Source: an optimization exercise on an open RTL-to-GDS flow (aim: small area, a short achievable clock period and few clock cycles per item). Production flows keep margins and buffers that such runs may drop.
Power is estimated from default activity; no workload was simulated.

// touch_median_calibrate_map
module touch_median_calibrate_map #(
  parameter int RAW_BITS = 12
) (
  input  logic                                  clk,
  input  logic                                  rst_n,
  input  logic                                  in_tvalid,
  output logic                                  in_tready,
  input  logic [((3*RAW_BITS+7)/8)*8-1:0]       in_tdata,
  output logic                                  out_tvalid,
  input  logic                                  out_tready,
  output logic [23:0]                           out_tdata,
  output logic                                  out_tuser,
  input  logic                                  cfg_psel,
  input  logic                                  cfg_penable,
  input  logic                                  cfg_pwrite,
  input  logic [tmcm_pkg::CFG_ADDR_BITS-1:0]    cfg_paddr,
  input  logic [tmcm_pkg::CFG_DATA_BITS-1:0]    cfg_pwdata,
  output logic [tmcm_pkg::CFG_DATA_BITS-1:0]    cfg_prdata,
  output logic                                  cfg_pready
);
==> module tmcm_muldiv, before the edit <==
module tmcm_muldiv #(
  parameter int RAW_BITS = 12
) (
  input  logic                                   clk,
  input  logic                                   load,
  input  logic                                   step,
  input  logic [RAW_BITS+tmcm_pkg::SCR_BITS-1:0] prod,
  input  logic [RAW_BITS-1:0]                    den,
  input  logic [RAW_BITS:0]                      den3,
  output logic [tmcm_pkg::SCR_BITS-1:0]          quo,
  output logic [tmcm_pkg::SCR_BITS-1:0]          quo_next
);
  localparam int SB = tmcm_pkg::SCR_BITS;
  localparam int RW = RAW_BITS + 1;
  logic [RW-1:0] r_r, r1, r2;
  logic [SB-1:0] pq_r;
  function automatic logic [RW-1:0] add_bk(
    input logic [RW-1:0] x,
    input logic [RW-1:0] y,
    input logic          cin
  );
    logic [RW-1:0] g, p, gg, pp;
    g  = x & y;
    p  = x ^ y;
    gg = g;
    pp = p;
    gg[0] = g[0] | (p[0] & cin);
    for (int d = 1; d < RW; d = d * 2)
      for (int i = 2 * d - 1; i < RW; i = i + 2 * d) begin
        gg[i] = gg[i] | (pp[i] & gg[i-d]);
        pp[i] = pp[i] & pp[i-d];
      end
    for (int d = 8; d >= 1; d = d / 2)
      for (int i = 3 * d - 1; i < RW; i = i + 2 * d) begin
        gg[i] = gg[i] | (pp[i] & gg[i-d]);
        pp[i] = pp[i] & pp[i-d];
      end
    add_bk = p ^ {gg[RW-2:0], cin};
  endfunction
  logic [RW-1:0] dd, dd3, t1, t2, k_ge, k_lt, c_ge, c_lt;
  logic          sub1;
  always_comb begin
    dd   = {1'b0, den};
    dd3  = den3;
    sub1 = ~r_r[RW-1];
    t1   = {r_r[RW-2:0], pq_r[SB-1]};
    t2   = {r_r[RW-3:0], pq_r[SB-1], pq_r[SB-2]};
    r1   = add_bk(t1, sub1 ? ~dd : dd, sub1);
    k_ge = sub1 ? ~dd3 : dd;
    k_lt = sub1 ? ~dd : dd3;
    c_ge = add_bk(t2, k_ge, sub1);
    c_lt = add_bk(t2, k_lt, sub1);
    r2   = r1[RW-1] ? c_lt : c_ge;
  end
  always_ff @(posedge clk) begin
    if (load) begin
      r_r  <= {1'b0, prod[RAW_BITS+SB-1:SB]};
      pq_r <= prod[SB-1:0];
    end else if (step) begin
      r_r  <= r2;
      pq_r <= {pq_r[SB-3:0], ~r1[RW-1], ~r2[RW-1]};
    end
  end
  assign quo = pq_r;
  assign quo_next = {pq_r[SB-3:0], ~r1[RW-1], ~r2[RW-1]};
endmodule
==> flow/config.mk <==
export PLATFORM = sky130hd
export DESIGN_NAME = touch_median_calibrate_map
export DESIGN_NICKNAME = touch_median_calibrate_map
export VERILOG_FILES = /design/flow/design.v
export SDC_FILE = /design/flow/constraint.sdc
export NUM_CORES = 4
export LEC_CHECK = 0
export CAP_MARGIN = 20
export CORE_MARGIN = 2
export CORE_UTILIZATION = 40
export CTS_BUF_LIST = sky130_fd_sc_hd__clkbuf_4 sky130_fd_sc_hd__clkbuf_8
export CTS_CLUSTER_SIZE = 40
export SETUP_SLACK_MARGIN = 2.95
export SLEW_MARGIN = 20
==> flow/constraint.sdc <==
create_clock -name core_clock -period 7.0 [get_ports {clk}]
set_input_delay 1.4000 -clock core_clock [delete_from_list [all_inputs] [get_ports {clk}]]
set_output_delay 1.4000 -clock core_clock [all_outputs]
set_load 0.01 [all_outputs]
run.sh (not shown) runs the stock make flow with config.mk's settings and CLKGATE_MAP_FILE= SYNTH_SCRIPT=/design/flow/synth_recipe.tcl, a recipe that flattens the netlist after the stock synthesis.
Change:
--- a/flow/design.v
+++ b/flow/design.v
@@ -247,44 +247,21 @@
   localparam int SB = tmcm_pkg::SCR_BITS;
   localparam int RW = RAW_BITS + 1;
   logic [RW-1:0] r_r, r1, r2;
   logic [SB-1:0] pq_r;
-  function automatic logic [RW-1:0] add_bk(
-    input logic [RW-1:0] x,
-    input logic [RW-1:0] y,
-    input logic          cin
-  );
-    logic [RW-1:0] g, p, gg, pp;
-    g  = x & y;
-    p  = x ^ y;
-    gg = g;
-    pp = p;
-    gg[0] = g[0] | (p[0] & cin);
-    for (int d = 1; d < RW; d = d * 2)
-      for (int i = 2 * d - 1; i < RW; i = i + 2 * d) begin
-        gg[i] = gg[i] | (pp[i] & gg[i-d]);
-        pp[i] = pp[i] & pp[i-d];
-      end
-    for (int d = 8; d >= 1; d = d / 2)
-      for (int i = 3 * d - 1; i < RW; i = i + 2 * d) begin
-        gg[i] = gg[i] | (pp[i] & gg[i-d]);
-        pp[i] = pp[i] & pp[i-d];
-      end
-    add_bk = p ^ {gg[RW-2:0], cin};
-  endfunction
   logic [RW-1:0] dd, dd3, t1, t2, k_ge, k_lt, c_ge, c_lt;
   logic          sub1;
   always_comb begin
     dd   = {1'b0, den};
     dd3  = den3;
     sub1 = ~r_r[RW-1];
     t1   = {r_r[RW-2:0], pq_r[SB-1]};
     t2   = {r_r[RW-3:0], pq_r[SB-1], pq_r[SB-2]};
-    r1   = add_bk(t1, sub1 ? ~dd : dd, sub1);
+    r1   = t1 + (sub1 ? ~dd : dd) + {{(RW-1){1'b0}}, sub1};
     k_ge = sub1 ? ~dd3 : dd;
     k_lt = sub1 ? ~dd : dd3;
-    c_ge = add_bk(t2, k_ge, sub1);
-    c_lt = add_bk(t2, k_lt, sub1);
+    c_ge = t2 + k_ge + {{(RW-1){1'b0}}, sub1};
+    c_lt = t2 + k_lt + {{(RW-1){1'b0}}, sub1};
     r2   = r1[RW-1] ? c_lt : c_ge;
   end
   always_ff @(posedge clk) begin
     if (load) begin
Outcome:
- routed wire length came out lower slightly
- global-route usage shrinks by 0.28 points
- synthesized cell count rises by a few percent
- total power fell by a few percent
- final cell count climbs by a few percent
- fmax came out higher slightly
No functional check of the RTL was part of any run of this note.

-- static timing again, ports no longer ideal --
The results above use ideal ports. As a check the final layouts listed here were re-extracted and re-timed, cells and wires unchanged. Step 1, drivers: a clkbuf_16 drives clk and a buf_2 each remaining input, both assumed. Step 2 adds t to the input delays and takes it off the output delays; t is the mean of the earliest and latest rising clock arrival at the registers after step 1. Input paths then give back, and output paths get back, about the clock's delay inside the block. Slacks: no drivers / after step 1 / after step 2; pairs: no drivers / after step 1.
run	shift t [ns]	setup slack, ns	worst data-port slew with drivers (ns)
the first run	0.711	2.905 / 2.801 / 2.353	0.15
the second run	0.714	2.960 / 2.904 / 2.319	0.07
After both steps setup and hold are still met in every run listed. The setup slack of the second run, which loses most, moves by -0.056 ns with the drivers and by -0.641 ns with both steps.
